Source: an optimization exercise on an open RTL-to-GDS flow (aim: small area, a short achievable clock period and few clock cycles). Production flows keep margins and buffers that such runs may drop.
RTL that was checked went through simulation tests only; none was proved equivalent to the original.
Power figures rest on the tool's default switching activity, not on a simulated workload.

==> indigo <==
==> flow/design.v (excerpt) <==
module octree_searcher
(
  input  logic           clk,
  input  logic           rst_n,
  input  logic           start_i,
  input  octree_pkg::lod_mask_t      lod_mask_i,
  output logic           busy_o,
  output logic           done_o,
  output logic           sram_cen_o,
  output octree_pkg::addr_t          sram_addr_o,
  input  octree_pkg::word_t          sram_q_i,
  output octree_pkg::word_t          feature_o,
  output logic           feature_valid_o,
  input  logic           feature_ready_i
);
  function automatic logic [2:0] ffs8(input logic [7:0] m);
    ffs8 = m[0] ? 3'd0 : m[1] ? 3'd1 : m[2] ? 3'd2 : m[3] ? 3'd3 :
           m[4] ? 3'd4 : m[5] ? 3'd5 : m[6] ? 3'd6 : 3'd7;
  endfunction
  logic        s_idle, s_issue, s_data, s_dec, s_done;
  logic        busy_q;
  logic        qfeat_q;    
  logic [1:0]  lvl_q;      
  logic [1:0]  dep_q;      
  logic [7:0]  m0_q, m1_q, m2_q;   
  logic [7:0]  cap_q;      
  logic [7:0]  waddr_q;    
  logic [1:0]  wlane_q;    
  logic        fbusy_q;
  logic [7:0]  fa_q;       
  logic [7:0]  frest_q;    
  logic [1:0]  fk_q;       
  logic        wreq, freq, ffire;
  assign wreq  = s_issue;
  assign freq  = fbusy_q && !s_issue && !s_idle;
  assign ffire = freq && (!qfeat_q || feature_ready_i);
  assign sram_cen_o  = !((s_idle && start_i) ||
  ...
==> flow/config.mk <==
export PLATFORM = sky130hd
export DESIGN_NAME = octree_searcher
export DESIGN_NICKNAME = octree_searcher
export VERILOG_FILES = /design/flow/design.v
export SDC_FILE = /design/flow/constraint.sdc
export NUM_CORES = 4
export LEC_CHECK = 0
export CAP_MARGIN = 20
export CORE_MARGIN = 2
export CORE_UTILIZATION = 40
export SETUP_SLACK_MARGIN = 3.3
export SLEW_MARGIN = 20
==> flow/constraint.sdc <==
create_clock -name core_clock -period 6.0 [get_ports {clk}]
set_input_delay 1.2000 -clock core_clock [delete_from_list [all_inputs] [get_ports {clk}]]
set_output_delay 1.2000 -clock core_clock [all_outputs]
set_load 0.01 [all_outputs]
standard.sh (not shown) runs the stock make flow with config.mk's settings and CLKGATE_MAP_FILE= SYNTH_SCRIPT=/design/flow/synth_recipe.tcl, a recipe that flattens the netlist after the stock synthesis.
==> flow/flow/run.sh <==
#!/bin/bash
# Standard ORFS layout, with small buffers on the ports instead of the default choice.
set -euo pipefail
export BUFFER_PORTS_ARGS="-buffer_cell sky130_fd_sc_hd__buf_2"
bash standard.sh > standard_make.log 2>&1
==> delta: changes against indigo <==
--- a/flow/design.v
+++ b/flow/design.v
@@ -30,35 +30,32 @@
 );
   function automatic logic [2:0] ffs8(input logic [7:0] m);
     ffs8 = m[0] ? 3'd0 : m[1] ? 3'd1 : m[2] ? 3'd2 : m[3] ? 3'd3 :
            m[4] ? 3'd4 : m[5] ? 3'd5 : m[6] ? 3'd6 : 3'd7;
   endfunction
   logic        s_idle, s_issue, s_data, s_dec, s_done;
-  logic        busy_q;
   logic        qfeat_q;    
   logic [1:0]  lvl_q;      
   logic [1:0]  dep_q;      
   logic [7:0]  m0_q, m1_q, m2_q;   
   logic [7:0]  cap_q;      
   logic [7:0]  waddr_q;    
   logic [1:0]  wlane_q;    
   logic        fbusy_q;
   logic [7:0]  fa_q;       
   logic [7:0]  frest_q;    
   logic [1:0]  fk_q;       
-  logic        wreq, freq, ffire;
-  assign wreq  = s_issue;
+  logic        freq, ffire, rq_free_q, rq_held_q;
   assign freq  = fbusy_q && !s_issue && !s_idle;
   assign ffire = freq && (!qfeat_q || feature_ready_i);
-  assign sram_cen_o  = !((s_idle && start_i) ||
-                         ((wreq || freq) && (!qfeat_q || feature_ready_i)));
+  assign sram_cen_o  = !(rq_free_q || (rq_held_q && feature_ready_i));
   assign sram_addr_o = (s_issue || s_idle) ? {8'b0, waddr_q} : {5'b0, 1'b1, fa_q, fk_q};
   assign feature_o       = sram_q_i;
   assign feature_valid_o = qfeat_q;
-  assign busy_o          = busy_q;
-  assign done_o          = s_done && !fbusy_q && (!qfeat_q || feature_ready_i);
+  assign busy_o          = !s_idle;
+  assign done_o          = s_done && !fbusy_q && !qfeat_q;
   logic       f_last, f_accept;
   logic [2:0] fn;
   assign f_last   = (fk_q == 2'd3) && (frest_q == 8'd0);
   assign f_accept = !fbusy_q || (ffire && f_last);
   assign fn       = ffs8(frest_q);
   logic [15:0] lane;
@@ -78,100 +75,105 @@
   assign m0_rest = m0_q & (m0_q - 8'd1);
   assign m1_rest = m1_q & (m1_q - 8'd1);
   assign m2_rest = m2_q & (m2_q - 8'd1);
   assign more0 = |m0_rest;
   assign more1 = |m1_rest;
   assign more2 = |m2_rest;
-  logic adv3, adv2, adv1;
+  logic adv3, adv2, adv1, adv_any;
   assign adv3 = (dep_q == 2'd3) && more2;
   assign adv2 = !adv3 && dep_q[1] && more1;
   assign adv1 = !adv3 && !adv2 && (dep_q != 2'd0) && more0;
   logic [3:0] lod_above;
   logic       has_next_lvl;
   logic [1:0] next_lvl;
   always_comb begin
     for (int i = 0; i < 4; i++) lod_above[i] = lod_mask_i[i] && (2'(i) > lvl_q);
     has_next_lvl = |lod_above;
     next_lvl = lod_above[1] ? 2'd1 : lod_above[2] ? 2'd2 : 2'd3;
   end
+  assign adv_any = adv3 || adv2 || adv1 || has_next_lvl;
   logic [9:0] slot_cur, child_slot, sib3_slot, sib2_slot, sib1_slot, adv_slot;
-  logic [2:0] ic, p1, p2, n1, n2, n3;
+  logic [2:0] ic, p1, n1, n2, n3;
   always_comb begin
     slot_cur = {waddr_q, wlane_q};
     ic = ffs8(cap_q);
     p1 = ffs8(m0_q);
-    p2 = ffs8(m1_q);
     n1 = ffs8(m0_rest);
     n2 = ffs8(m1_rest);
     n3 = ffs8(m2_rest);
     child_slot = {slot_cur[6:0] + 7'(ic == 3'd7), 3'(ic + 3'd1)};
-    sib3_slot  = {({1'b0, p1} + 4'd1), 6'd0} + {3'd0, ({1'b0, p2} + 4'd1), 3'd0} +
-                 {6'd0, ({1'b0, n3} + 4'd1)};
-    sib2_slot  = {3'd0, ({1'b0, p1} + 4'd1), 3'd0} + {6'd0, ({1'b0, n2} + 4'd1)};
+    sib3_slot  = {slot_cur[9:3] + 7'(n3 == 3'd7), 3'(n3 + 3'd1)};
+    sib2_slot  = {3'd0, ({1'b0, p1} + 4'd1) + 4'(n2 == 3'd7), 3'(n2 + 3'd1)};
     sib1_slot  = {6'd0, ({1'b0, n1} + 4'd1)};
     adv_slot   = adv3 ? sib3_slot : adv2 ? sib2_slot : adv1 ? sib1_slot : 10'd0;
   end
-  logic [7:0] fa_first, fa_next;
-  assign fa_first = {slot_cur[4:0] + 5'(ic == 3'd7), 3'(ic + 3'd1)};
-  assign fa_next  = {fa_q[7:3] + 5'(fn == 3'd7), 3'(fn + 3'd1)};
   logic dec_desc, dec_hold, dec_adv, handoff;
   assign dec_desc = s_dec && !leaf && any;
   assign dec_hold = s_dec && leaf && any && !f_accept;
   assign dec_adv  = s_dec && !dec_desc && !dec_hold;
   assign handoff  = s_dec && leaf && any && f_accept;
+  logic [7:0] fa_first, fa_next;
+  assign fa_first = {slot_cur[4:0] + 5'(ic == 3'd7), 3'(ic + 3'd1)};
+  assign fa_next  = {fa_q[7:3] + 5'(fn == 3'd7), 3'(fn + 3'd1)};
+  logic n_issue, n_fbusy, n_qfeat, n_idle;
+  always_comb begin
+    n_qfeat = ffire || (qfeat_q && !feature_ready_i);
+    n_fbusy = fbusy_q;
+    if (ffire && f_last) n_fbusy = 1'b0;
+    if (handoff) n_fbusy = 1'b1;
+    n_issue = s_issue;
+    if (s_issue && (!qfeat_q || feature_ready_i)) n_issue = 1'b0;
+    if (dec_desc || (dec_adv && adv_any)) n_issue = 1'b1;
+    n_idle = s_idle;
+    if (s_idle && start_i) n_idle = 1'b0;
+    if (done_o) n_idle = 1'b1;
+  end
   always_ff @(posedge clk or negedge rst_n) begin
     if (!rst_n) begin
-      s_idle  <= 1'b1;
-      s_issue <= 1'b0;
-      s_data  <= 1'b0;
-      s_dec   <= 1'b0;
-      s_done  <= 1'b0;
-      busy_q  <= 1'b0;
-      qfeat_q <= 1'b0;
-      fbusy_q <= 1'b0;
-      fk_q    <= 2'd0;
-      waddr_q <= 8'd0;
-      wlane_q <= 2'd0;
+      s_idle    <= 1'b1;
+      s_issue   <= 1'b0;
+      s_data    <= 1'b0;
+      s_dec     <= 1'b0;
+      s_done    <= 1'b0;
+      qfeat_q   <= 1'b0;
+      fbusy_q   <= 1'b0;
+      fk_q      <= 2'd0;
+      waddr_q   <= 8'd0;
+      wlane_q   <= 2'd0;
+      rq_free_q <= 1'b1;
+      rq_held_q <= 1'b0;
     end else begin
-      qfeat_q <= ffire || (qfeat_q && !feature_ready_i);
-      if (s_idle && start_i) busy_q <= 1'b1;
-      else if (done_o) busy_q <= 1'b0;
-      if (ffire) begin
-        fk_q <= fk_q + 2'd1;
-        if (f_last) fbusy_q <= 1'b0;
-      end
-      if (handoff) fbusy_q <= 1'b1;
+      qfeat_q   <= n_qfeat;
+      fbusy_q   <= n_fbusy;
+      s_issue   <= n_issue;
+      s_idle    <= n_idle;
+      rq_free_q <= (n_issue || n_fbusy || n_idle) && !n_qfeat;
+      rq_held_q <= (n_issue || (n_fbusy && !n_idle)) && n_qfeat;
+      if (ffire) fk_q <= fk_q + 2'd1;
       if (s_idle && start_i) begin
-        s_idle <= 1'b0;
         if (lod_mask_i == 4'd0) s_done <= 1'b1;
         else s_data <= 1'b1;
       end
-      if (s_issue && (!qfeat_q || feature_ready_i)) begin
-        s_issue <= 1'b0;
-        s_data  <= 1'b1;
-      end
+      if (s_issue && (!qfeat_q || feature_ready_i)) s_data <= 1'b1;
       if (s_data) begin
         s_data <= 1'b0;
         s_dec  <= 1'b1;
       end
       if (dec_desc) begin
         s_dec   <= 1'b0;
-        s_issue <= 1'b1;
         waddr_q <= child_slot[9:2];
         wlane_q <= child_slot[1:0];
       end
       if (dec_adv) begin
         s_dec   <= 1'b0;
         waddr_q <= adv_slot[9:2];
         wlane_q <= adv_slot[1:0];
-        if (adv3 || adv2 || adv1 || has_next_lvl) s_issue <= 1'b1;
-        else s_done <= 1'b1;
-      end
-      if (s_done && done_o) begin
-        s_done <= 1'b0;
-        s_idle <= 1'b1;
+        if (!adv_any) s_done <= 1'b1;
+      end
+      if (done_o) begin
+        s_done  <= 1'b0;
         waddr_q <= 8'd0;
         wlane_q <= 2'd0;
       end
     end
   end
   always_ff @(posedge clk) begin
ABC_AREA = 1   (was not set)
CORE_UTILIZATION = 60   (was 40)
CTS_BUF_LIST = sky130_fd_sc_hd__clkbuf_8   (was not set)
SETUP_SLACK_MARGIN = 3.25   (was 3.3)
==> notes <==
- delta finished with timing, DRC and antenna clean. indigo completed without violations.
- Between indigo and delta, the lower non-clock buffer count is in delta (gap 65).
- Between delta and indigo, the lower setup slack is in indigo (gap 0.28 ns).
- Sequential share of layout area: indigo is lower than delta (5.2 points).
- Between indigo and delta, the lower sequential power is in delta (gap about 20%, measured against delta).
- Against indigo, the total power of delta is smaller by about 30%.
- In delta the worst hold slack is lower than in indigo, by 0.030 ns.
- Between indigo and delta, the lower register-to-register slack is in indigo (gap 0.06 ns).
==> figures <==
Depth of the critical timing path with buffers and inverters included: delta 3; indigo 5
Status: delta finished clean; indigo finished clean
Flop+latch power: delta 1.03 mW; indigo 1.21 mW
Clock buffers: delta 9; indigo 12
Fraction of the mapped netlist area in simple logic gates: delta 28.1%; indigo 17.0%
Library cell with the highest instance count after synthesis: delta sky130_fd_sc_hd__nand2_1; indigo sky130_fd_sc_hd__buf_4
Clk latency of the worst-skew pair: delta 0.37 ns; indigo 0.34 ns
Inverters, non-clock: delta 87; indigo 27
Lkg Pwr: delta 3.19 nW; indigo 3.27 nW
Total wire length after detailed routing: delta 16.0 mm; indigo 20.2 mm
Biggest fanout along the worst timing path: delta 2; indigo 5
Met1 Track Usage GR: delta 38.3%; indigo 29.1%
Instance count after placement with tap cells included: delta 1022; indigo 916
Worst setup slack before clock tree synthesis: delta 2.88 ns; indigo 2.36 ns
Post-layout util: delta 68.7%; indigo 51.8%
Initial cell density of the core: delta 62.0%; indigo 40.7%
Testbench counts of delta, summed over its fixed seeds: cycles 54,976.
The RTL of indigo was laid out without a check of its function.


==> 07-09: inputs <==
==> flow/design.v <==
`default_nettype none
package octree_pkg;
  typedef logic [16-1:0]   addr_t;
  typedef logic [64-1:0]   word_t;
  typedef logic [3-1:0]  level_t;
  typedef logic [12-1:0]    pos_t;
  typedef logic [12-1:0]   slot_t;
  typedef logic [4-1:0] lod_mask_t;
  typedef enum logic [1:0] {WALK_IDLE, WALK_POP, WALK_READ, WALK_SCAN} walk_state_e;
  typedef enum logic [1:0] {FETCH_IDLE, FETCH_READ, FETCH_WAIT, FETCH_HOLD} fetch_state_e;
endpackage
`default_nettype wire
`timescale 1ns/1ps
`default_nettype none
import octree_pkg::*;
module octree_searcher
(
  input  logic           clk,
  input  logic           rst_n,
  input  logic           start_i,
  input  octree_pkg::lod_mask_t      lod_mask_i,
  output logic           busy_o,
  output logic           done_o,
  output logic           sram_cen_o,
  output octree_pkg::addr_t          sram_addr_o,
  input  octree_pkg::word_t          sram_q_i,
  output octree_pkg::word_t          feature_o,
  output logic           feature_valid_o,
  input  logic           feature_ready_i
);
  function automatic logic [2:0] ffs8(input logic [7:0] m);
    ffs8 = m[0] ? 3'd0 : m[1] ? 3'd1 : m[2] ? 3'd2 : m[3] ? 3'd3 :
           m[4] ? 3'd4 : m[5] ? 3'd5 : m[6] ? 3'd6 : 3'd7;
  endfunction
  logic        s_idle, s_issue, s_data, s_dec, s_done;
  logic        busy_q;
  logic        qfeat_q;    
  logic [1:0]  lvl_q;      
  logic [1:0]  dep_q;      
  logic [7:0]  m0_q, m1_q, m2_q;   
  logic [7:0]  cap_q;      
  logic [7:0]  waddr_q;    
  logic [1:0]  wlane_q;    
  logic        fbusy_q;
  logic [7:0]  fa_q;       
  logic [7:0]  frest_q;    
  logic [1:0]  fk_q;       
  logic        wreq, freq, ffire;
  assign wreq  = s_issue;
  assign freq  = fbusy_q && !s_issue && !s_idle;
  assign ffire = freq && (!qfeat_q || feature_ready_i);
  assign sram_cen_o  = !((s_idle && start_i) ||
                         ((wreq || freq) && (!qfeat_q || feature_ready_i)));
  assign sram_addr_o = (s_issue || s_idle) ? {8'b0, waddr_q} : {5'b0, 1'b1, fa_q, fk_q};
  assign feature_o       = sram_q_i;
  assign feature_valid_o = qfeat_q;
  assign busy_o          = busy_q;
  assign done_o          = s_done && !fbusy_q && (!qfeat_q || feature_ready_i);
  logic       f_last, f_accept;
  logic [2:0] fn;
  assign f_last   = (fk_q == 2'd3) && (frest_q == 8'd0);
  assign f_accept = !fbusy_q || (ffire && f_last);
  assign fn       = ffs8(frest_q);
  logic [15:0] lane;
  logic [7:0]  cbits, sbits;
  assign lane = sram_q_i[{wlane_q, 4'b0000} +: 16];
  always_comb begin
    for (int i = 0; i < 8; i++) begin
      cbits[i] = lane[2*i];
      sbits[i] = lane[2*i+1];
    end
  end
  logic leaf, any;
  assign leaf = (dep_q == lvl_q);
  assign any  = |cap_q;
  logic [7:0] m0_rest, m1_rest, m2_rest;
  logic       more0, more1, more2;
  assign m0_rest = m0_q & (m0_q - 8'd1);
  assign m1_rest = m1_q & (m1_q - 8'd1);
  assign m2_rest = m2_q & (m2_q - 8'd1);
  assign more0 = |m0_rest;
  assign more1 = |m1_rest;
  assign more2 = |m2_rest;
  logic adv3, adv2, adv1;
  assign adv3 = (dep_q == 2'd3) && more2;
  assign adv2 = !adv3 && dep_q[1] && more1;
  assign adv1 = !adv3 && !adv2 && (dep_q != 2'd0) && more0;
  logic [3:0] lod_above;
  logic       has_next_lvl;
  logic [1:0] next_lvl;
  always_comb begin
    for (int i = 0; i < 4; i++) lod_above[i] = lod_mask_i[i] && (2'(i) > lvl_q);
    has_next_lvl = |lod_above;
    next_lvl = lod_above[1] ? 2'd1 : lod_above[2] ? 2'd2 : 2'd3;
  end
  logic [9:0] slot_cur, child_slot, sib3_slot, sib2_slot, sib1_slot, adv_slot;
  logic [2:0] ic, p1, p2, n1, n2, n3;
  always_comb begin
    slot_cur = {waddr_q, wlane_q};
    ic = ffs8(cap_q);
    p1 = ffs8(m0_q);
    p2 = ffs8(m1_q);
    n1 = ffs8(m0_rest);
    n2 = ffs8(m1_rest);
    n3 = ffs8(m2_rest);
    child_slot = {slot_cur[6:0] + 7'(ic == 3'd7), 3'(ic + 3'd1)};
    sib3_slot  = {({1'b0, p1} + 4'd1), 6'd0} + {3'd0, ({1'b0, p2} + 4'd1), 3'd0} +
                 {6'd0, ({1'b0, n3} + 4'd1)};
    sib2_slot  = {3'd0, ({1'b0, p1} + 4'd1), 3'd0} + {6'd0, ({1'b0, n2} + 4'd1)};
    sib1_slot  = {6'd0, ({1'b0, n1} + 4'd1)};
    adv_slot   = adv3 ? sib3_slot : adv2 ? sib2_slot : adv1 ? sib1_slot : 10'd0;
  end
  logic [7:0] fa_first, fa_next;
  assign fa_first = {slot_cur[4:0] + 5'(ic == 3'd7), 3'(ic + 3'd1)};
  assign fa_next  = {fa_q[7:3] + 5'(fn == 3'd7), 3'(fn + 3'd1)};
  logic dec_desc, dec_hold, dec_adv, handoff;
  assign dec_desc = s_dec && !leaf && any;
  assign dec_hold = s_dec && leaf && any && !f_accept;
  assign dec_adv  = s_dec && !dec_desc && !dec_hold;
  assign handoff  = s_dec && leaf && any && f_accept;
  always_ff @(posedge clk or negedge rst_n) begin
    if (!rst_n) begin
      s_idle  <= 1'b1;
      s_issue <= 1'b0;
      s_data  <= 1'b0;
      s_dec   <= 1'b0;
      s_done  <= 1'b0;
      busy_q  <= 1'b0;
      qfeat_q <= 1'b0;
      fbusy_q <= 1'b0;
      fk_q    <= 2'd0;
      waddr_q <= 8'd0;
      wlane_q <= 2'd0;
    end else begin
      qfeat_q <= ffire || (qfeat_q && !feature_ready_i);
      if (s_idle && start_i) busy_q <= 1'b1;
      else if (done_o) busy_q <= 1'b0;
      if (ffire) begin
        fk_q <= fk_q + 2'd1;
        if (f_last) fbusy_q <= 1'b0;
      end
      if (handoff) fbusy_q <= 1'b1;
      if (s_idle && start_i) begin
        s_idle <= 1'b0;
        if (lod_mask_i == 4'd0) s_done <= 1'b1;
        else s_data <= 1'b1;
      end
      if (s_issue && (!qfeat_q || feature_ready_i)) begin
        s_issue <= 1'b0;
        s_data  <= 1'b1;
      end
      if (s_data) begin
        s_data <= 1'b0;
        s_dec  <= 1'b1;
      end
      if (dec_desc) begin
        s_dec   <= 1'b0;
        s_issue <= 1'b1;
        waddr_q <= child_slot[9:2];
        wlane_q <= child_slot[1:0];
      end
      if (dec_adv) begin
        s_dec   <= 1'b0;
        waddr_q <= adv_slot[9:2];
        wlane_q <= adv_slot[1:0];
        if (adv3 || adv2 || adv1 || has_next_lvl) s_issue <= 1'b1;
        else s_done <= 1'b1;
      end
      if (s_done && done_o) begin
        s_done <= 1'b0;
        s_idle <= 1'b1;
        waddr_q <= 8'd0;
        wlane_q <= 2'd0;
      end
    end
  end
  always_ff @(posedge clk) begin
    if (s_idle && start_i) begin
      dep_q <= 2'd0;
      lvl_q <= lod_mask_i[0] ? 2'd0 : lod_mask_i[1] ? 2'd1 : lod_mask_i[2] ? 2'd2 : 2'd3;
    end
    if (s_data) cap_q <= leaf ? sbits : cbits;
    if (dec_desc) begin
      dep_q <= dep_q + 2'd1;
      case (dep_q)
        2'd0: m0_q <= cap_q;
        2'd1: m1_q <= cap_q;
        default: m2_q <= cap_q;
      endcase
    end
    if (dec_adv) begin
      if (adv3) begin
        m2_q  <= m2_rest;
      end else if (adv2) begin
        dep_q <= 2'd2;
        m1_q  <= m1_rest;
      end else if (adv1) begin
        dep_q <= 2'd1;
        m0_q  <= m0_rest;
      end else begin
        dep_q <= 2'd0;
        lvl_q <= next_lvl;
      end
    end
    if (ffire && (fk_q == 2'd3)) begin
      fa_q    <= fa_next;
      frest_q <= frest_q & (frest_q - 8'd1);
    end
    if (handoff) begin
      fa_q    <= fa_first;
      frest_q <= cap_q & (cap_q - 8'd1);
    end
  end
endmodule
`default_nettype wire
==> flow/run.sh <==
#!/bin/bash
# synth_recipe.tcl (not shown) runs the flow's synth.tcl, then flattens the netlist and writes it again
# the make line also repeats each setting of config.mk as NAME=value (left out here)
make -C /OpenROAD-flow-scripts/flow DESIGN_CONFIG=/design/flow/config.mk WORK_HOME=/design/flow/orfs CLKGATE_MAP_FILE= SYNTH_SCRIPT=/design/flow/synth_recipe.tcl finish
==> flow/config.mk <==
export PLATFORM = sky130hd
export DESIGN_NAME = octree_searcher
export DESIGN_NICKNAME = octree_searcher
export VERILOG_FILES = /design/flow/design.v
export SDC_FILE = /design/flow/constraint.sdc
export NUM_CORES = 4
export LEC_CHECK = 0
export CAP_MARGIN = 20
export CORE_MARGIN = 2
export CORE_UTILIZATION = 40
export SETUP_SLACK_MARGIN = 3.3
export SLEW_MARGIN = 20
==> flow/constraint.sdc <==
create_clock -name core_clock -period 6.0 [get_ports {clk}]
set_input_delay 1.2000 -clock core_clock [delete_from_list [all_inputs] [get_ports {clk}]]
set_output_delay 1.2000 -clock core_clock [all_outputs]
set_load 0.01 [all_outputs]
==> 04-17: changes against 07-09 <==
--- a/flow/design.v
+++ b/flow/design.v
@@ -48,2 +48,3 @@
   logic        wreq, freq, ffire;
+  logic        rq_free_q, rq_held_q, dn_free_q, dn_held_q;
   assign wreq  = s_issue;
@@ -51,4 +52,3 @@
   assign ffire = freq && (!qfeat_q || feature_ready_i);
-  assign sram_cen_o  = !((s_idle && start_i) ||
-                         ((wreq || freq) && (!qfeat_q || feature_ready_i)));
+  assign sram_cen_o  = !((s_idle && start_i) || rq_free_q || (rq_held_q && feature_ready_i));
   assign sram_addr_o = (s_issue || s_idle) ? {8'b0, waddr_q} : {5'b0, 1'b1, fa_q, fk_q};
@@ -57,3 +57,3 @@
   assign busy_o          = busy_q;
-  assign done_o          = s_done && !fbusy_q && (!qfeat_q || feature_ready_i);
+  assign done_o          = dn_free_q || (dn_held_q && feature_ready_i);
   logic       f_last, f_accept;
@@ -120,2 +120,33 @@
   assign handoff  = s_dec && leaf && any && f_accept;
+  logic n_issue, n_fbusy, n_qfeat, n_done, n_idle;
+  always_comb begin
+    n_qfeat = ffire || (qfeat_q && !feature_ready_i);
+    n_fbusy = fbusy_q;
+    if (ffire && f_last) n_fbusy = 1'b0;
+    if (handoff) n_fbusy = 1'b1;
+    n_issue = s_issue;
+    if (s_issue && (!qfeat_q || feature_ready_i)) n_issue = 1'b0;
+    if (dec_desc) n_issue = 1'b1;
+    if (dec_adv && (adv3 || adv2 || adv1 || has_next_lvl)) n_issue = 1'b1;
+    n_done = s_done;
+    if (s_idle && start_i && (lod_mask_i == 4'd0)) n_done = 1'b1;
+    if (dec_adv && !(adv3 || adv2 || adv1 || has_next_lvl)) n_done = 1'b1;
+    if (s_done && done_o) n_done = 1'b0;
+    n_idle = s_idle;
+    if (s_idle && start_i) n_idle = 1'b0;
+    if (s_done && done_o) n_idle = 1'b1;
+  end
+  always_ff @(posedge clk or negedge rst_n) begin
+    if (!rst_n) begin
+      rq_free_q <= 1'b0;
+      rq_held_q <= 1'b0;
+      dn_free_q <= 1'b0;
+      dn_held_q <= 1'b0;
+    end else begin
+      rq_free_q <= (n_issue || (n_fbusy && !n_idle)) && !n_qfeat;
+      rq_held_q <= (n_issue || (n_fbusy && !n_idle)) && n_qfeat;
+      dn_free_q <= n_done && !n_fbusy && !n_qfeat;
+      dn_held_q <= n_done && !n_fbusy && n_qfeat;
+    end
+  end
   always_ff @(posedge clk or negedge rst_n) begin
==> flow/flow/run.sh (new file) <==
#!/bin/bash
# Standard ORFS layout, with small buffers on the ports instead of the default choice.
set -euo pipefail
export BUFFER_PORTS_ARGS="-buffer_cell sky130_fd_sc_hd__buf_2"
bash standard.sh > standard_make.log 2>&1
==> flow/standard.sh (new file) <==
#!/bin/bash
# synth_recipe.tcl (not shown) runs the flow's synth.tcl, then flattens the netlist and writes it again
# the make line also repeats each setting of config.mk as NAME=value (left out here)
make -C /OpenROAD-flow-scripts/flow DESIGN_CONFIG=/design/flow/config.mk WORK_HOME=/design/flow/orfs CLKGATE_MAP_FILE= SYNTH_SCRIPT=/design/flow/synth_recipe.tcl "${@:-finish}"
- SETUP_SLACK_MARGIN: 3.3 -> 3.25
removed: flow/run.sh
==> 09-26: changes against 07-09 <==
--- a/flow/design.v
+++ b/flow/design.v
@@ -35,3 +35,2 @@
   logic        s_idle, s_issue, s_data, s_dec, s_done;
-  logic        busy_q;
   logic        qfeat_q;    
@@ -47,8 +46,6 @@
   logic [1:0]  fk_q;       
-  logic        wreq, freq, ffire;
-  assign wreq  = s_issue;
+  logic        freq, ffire, rq_free_q, rq_held_q;
   assign freq  = fbusy_q && !s_issue && !s_idle;
   assign ffire = freq && (!qfeat_q || feature_ready_i);
-  assign sram_cen_o  = !((s_idle && start_i) ||
-                         ((wreq || freq) && (!qfeat_q || feature_ready_i)));
+  assign sram_cen_o  = !(rq_free_q || (rq_held_q && feature_ready_i));
   assign sram_addr_o = (s_issue || s_idle) ? {8'b0, waddr_q} : {5'b0, 1'b1, fa_q, fk_q};
@@ -56,4 +53,4 @@
   assign feature_valid_o = qfeat_q;
-  assign busy_o          = busy_q;
-  assign done_o          = s_done && !fbusy_q && (!qfeat_q || feature_ready_i);
+  assign busy_o          = !s_idle;
+  assign done_o          = s_done && !fbusy_q && !qfeat_q;
   logic       f_last, f_accept;
@@ -83,3 +80,3 @@
   assign more2 = |m2_rest;
-  logic adv3, adv2, adv1;
+  logic adv3, adv2, adv1, adv_any;
   assign adv3 = (dep_q == 2'd3) && more2;
@@ -95,9 +92,10 @@
   end
+  assign adv_any = adv3 || adv2 || adv1 || has_next_lvl;
   logic [9:0] slot_cur, child_slot, sib3_slot, sib2_slot, sib1_slot, adv_slot;
-  logic [2:0] ic, p1, p2, n1, n2, n3;
+  logic [2:0] ic, p1, n1, n2, n3;
+  logic [6:0] inc_lo;
   always_comb begin
     slot_cur = {waddr_q, wlane_q};
-    ic = ffs8(cap_q);
+    ic = ffs8(cbits);
     p1 = ffs8(m0_q);
-    p2 = ffs8(m1_q);
     n1 = ffs8(m0_rest);
@@ -105,6 +103,6 @@
     n3 = ffs8(m2_rest);
-    child_slot = {slot_cur[6:0] + 7'(ic == 3'd7), 3'(ic + 3'd1)};
-    sib3_slot  = {({1'b0, p1} + 4'd1), 6'd0} + {3'd0, ({1'b0, p2} + 4'd1), 3'd0} +
-                 {6'd0, ({1'b0, n3} + 4'd1)};
-    sib2_slot  = {3'd0, ({1'b0, p1} + 4'd1), 3'd0} + {6'd0, ({1'b0, n2} + 4'd1)};
+    inc_lo     = slot_cur[6:0] + 7'd1;
+    child_slot = {(ic == 3'd7) ? inc_lo : slot_cur[6:0], 3'(ic + 3'd1)};
+    sib3_slot  = {(n3 == 3'd7) ? slot_cur[9:3] + 7'd1 : slot_cur[9:3], 3'(n3 + 3'd1)};
+    sib2_slot  = {3'd0, ({1'b0, p1} + 4'd1) + 4'(n2 == 3'd7), 3'(n2 + 3'd1)};
     sib1_slot  = {6'd0, ({1'b0, n1} + 4'd1)};
@@ -112,34 +110,52 @@
   end
+  logic fast, dec_desc, dec_hold, dec_adv, adv_go, handoff;
+  logic [7:0] hmask;
+  logic [2:0] hi;
+  assign fast     = s_data && !leaf && (cbits == 8'd0);
+  assign dec_desc = s_data && !leaf && (cbits != 8'd0);
+  assign dec_hold = s_dec && any && !f_accept;
+  assign dec_adv  = s_dec && !dec_hold;
+  assign adv_go   = dec_adv || fast;
+  assign hmask    = cap_q;
+  assign handoff  = s_dec && f_accept && (hmask != 8'd0);
+  assign hi       = ffs8(hmask);
   logic [7:0] fa_first, fa_next;
-  assign fa_first = {slot_cur[4:0] + 5'(ic == 3'd7), 3'(ic + 3'd1)};
-  assign fa_next  = {fa_q[7:3] + 5'(fn == 3'd7), 3'(fn + 3'd1)};
-  logic dec_desc, dec_hold, dec_adv, handoff;
-  assign dec_desc = s_dec && !leaf && any;
-  assign dec_hold = s_dec && leaf && any && !f_accept;
-  assign dec_adv  = s_dec && !dec_desc && !dec_hold;
-  assign handoff  = s_dec && leaf && any && f_accept;
+  assign fa_first = {(hi == 3'd7) ? inc_lo[4:0] : slot_cur[4:0], 3'(hi + 3'd1)};
+  assign fa_next  = {(fn == 3'd7) ? fa_q[7:3] + 5'd1 : fa_q[7:3], 3'(fn + 3'd1)};
+  logic n_issue, n_fbusy, n_qfeat, n_idle;
+  always_comb begin
+    n_qfeat = ffire || (qfeat_q && !feature_ready_i);
+    n_fbusy = fbusy_q;
+    if (ffire && f_last) n_fbusy = 1'b0;
+    if (handoff) n_fbusy = 1'b1;
+    n_issue = s_issue;
+    if (s_issue && (!qfeat_q || feature_ready_i)) n_issue = 1'b0;
+    if (dec_desc || (adv_go && adv_any)) n_issue = 1'b1;
+    n_idle = s_idle;
+    if (s_idle && start_i) n_idle = 1'b0;
+    if (done_o) n_idle = 1'b1;
+  end
   always_ff @(posedge clk or negedge rst_n) begin
     if (!rst_n) begin
-      s_idle  <= 1'b1;
-      s_issue <= 1'b0;
-      s_data  <= 1'b0;
-      s_dec   <= 1'b0;
-      s_done  <= 1'b0;
-      busy_q  <= 1'b0;
-      qfeat_q <= 1'b0;
-      fbusy_q <= 1'b0;
-      fk_q    <= 2'd0;
-      waddr_q <= 8'd0;
-      wlane_q <= 2'd0;
+      s_idle    <= 1'b1;
+      s_issue   <= 1'b0;
+      s_data    <= 1'b0;
+      s_dec     <= 1'b0;
+      s_done    <= 1'b0;
+      qfeat_q   <= 1'b0;
+      fbusy_q   <= 1'b0;
+      fk_q      <= 2'd0;
+      waddr_q   <= 8'd0;
+      wlane_q   <= 2'd0;
+      rq_free_q <= 1'b1;
+      rq_held_q <= 1'b0;
     end else begin
-      qfeat_q <= ffire || (qfeat_q && !feature_ready_i);
-      if (s_idle && start_i) busy_q <= 1'b1;
-      else if (done_o) busy_q <= 1'b0;
-      if (ffire) begin
-        fk_q <= fk_q + 2'd1;
-        if (f_last) fbusy_q <= 1'b0;
-      end
-      if (handoff) fbusy_q <= 1'b1;
+      qfeat_q   <= n_qfeat;
+      fbusy_q   <= n_fbusy;
+      s_issue   <= n_issue;
+      s_idle    <= n_idle;
+      rq_free_q <= (n_issue || n_fbusy || n_idle) && !n_qfeat;
+      rq_held_q <= (n_issue || (n_fbusy && !n_idle)) && n_qfeat;
+      if (ffire) fk_q <= fk_q + 2'd1;
       if (s_idle && start_i) begin
-        s_idle <= 1'b0;
         if (lod_mask_i == 4'd0) s_done <= 1'b1;
@@ -147,9 +163,6 @@
       end
-      if (s_issue && (!qfeat_q || feature_ready_i)) begin
-        s_issue <= 1'b0;
-        s_data  <= 1'b1;
-      end
+      if (s_issue && (!qfeat_q || feature_ready_i)) s_data <= 1'b1;
       if (s_data) begin
         s_data <= 1'b0;
-        s_dec  <= 1'b1;
+        s_dec  <= leaf;
       end
@@ -157,3 +170,2 @@
         s_dec   <= 1'b0;
-        s_issue <= 1'b1;
         waddr_q <= child_slot[9:2];
@@ -161,3 +173,3 @@
       end
-      if (dec_adv) begin
+      if (adv_go) begin
         s_dec   <= 1'b0;
@@ -165,8 +177,6 @@
         wlane_q <= adv_slot[1:0];
-        if (adv3 || adv2 || adv1 || has_next_lvl) s_issue <= 1'b1;
-        else s_done <= 1'b1;
-      end
-      if (s_done && done_o) begin
-        s_done <= 1'b0;
-        s_idle <= 1'b1;
+        if (!adv_any) s_done <= 1'b1;
+      end
+      if (done_o) begin
+        s_done  <= 1'b0;
         waddr_q <= 8'd0;
@@ -181,3 +191,3 @@
     end
-    if (s_data) cap_q <= leaf ? sbits : cbits;
+    if (s_data) cap_q <= sbits;
     if (dec_desc) begin
@@ -185,8 +195,8 @@
       case (dep_q)
-        2'd0: m0_q <= cap_q;
-        2'd1: m1_q <= cap_q;
-        default: m2_q <= cap_q;
+        2'd0: m0_q <= cbits;
+        2'd1: m1_q <= cbits;
+        default: m2_q <= cbits;
       endcase
     end
-    if (dec_adv) begin
+    if (adv_go) begin
       if (adv3) begin
@@ -210,3 +220,3 @@
       fa_q    <= fa_first;
-      frest_q <= cap_q & (cap_q - 8'd1);
+      frest_q <= hmask & (hmask - 8'd1);
     end
==> flow/flow/run.sh (new file) <==
#!/bin/bash
# Standard ORFS layout, with small buffers on the ports instead of the default choice.
set -euo pipefail
export BUFFER_PORTS_ARGS="-buffer_cell sky130_fd_sc_hd__buf_2"
bash standard.sh > standard_make.log 2>&1
==> flow/standard.sh (new file) <==
#!/bin/bash
# synth_recipe.tcl (not shown) runs the flow's synth.tcl, then flattens the netlist and writes it again
# the make line also repeats each setting of config.mk as NAME=value (left out here)
make -C /OpenROAD-flow-scripts/flow DESIGN_CONFIG=/design/flow/config.mk WORK_HOME=/design/flow/orfs CLKGATE_MAP_FILE= SYNTH_SCRIPT=/design/flow/synth_recipe.tcl "${@:-finish}"
- ABC_AREA: not set -> 1
- SETUP_SLACK_MARGIN: 3.3 -> 3.25
removed: flow/run.sh
==> summary of the runs <==
Combinational power: 07-09 > 04-17 > 09-26.
Clock power: 04-17 > 09-26 > 07-09.
Worst setup slack: 07-09 < 04-17 < 09-26.
In 04-17 the synthesized cell count is lower than in 09-26, by about 23%.
No functional check of the RTL was part of any run of this note.

==> what the ideal ports hide <==
How much do the figures lean on ideal ports? The routed layouts below were timed once more, with nothing changed but the port constraints. Step 1 sets driving cells, clkbuf_16 on the clock port and buf_2 on the other inputs (assumed; they add their load-dependent delay and slew). Step 2, shift: input delay + t, output delay - t, t = (earliest + latest rising clock arrival at the registers) / 2. This alone moves slack from input paths to output paths. Slacks: ideal / step 1 / step 2; pairs: ideal / step 1.
run | shift t [ns] | setup slack, ns | clock arrival spread, ns | worst slew at a driven data input, ns
indigo | 0.377 | 2.965 / 2.931 / 2.931 | 0.009 / 0.009 | 0.04
delta | 0.402 | 3.241 / 3.204 / 3.093 | 0.011 / 0.011 | 0.06
07-09 | 0.380 | 2.961 / 2.924 / 2.924 | 0.008 / 0.008 | 0.05
04-17 | 0.386 | 3.063 / 3.019 / 2.923 | 0.008 / 0.007 | 0.06
09-26 | 0.385 | 3.266 / 3.234 / 2.998 | 0.008 / 0.008 | 0.04
After both steps every run listed still meets setup and hold. For 09-26, which loses most, drivers alone change the setup slack by -0.032 ns; drivers and shift together by -0.268 ns.
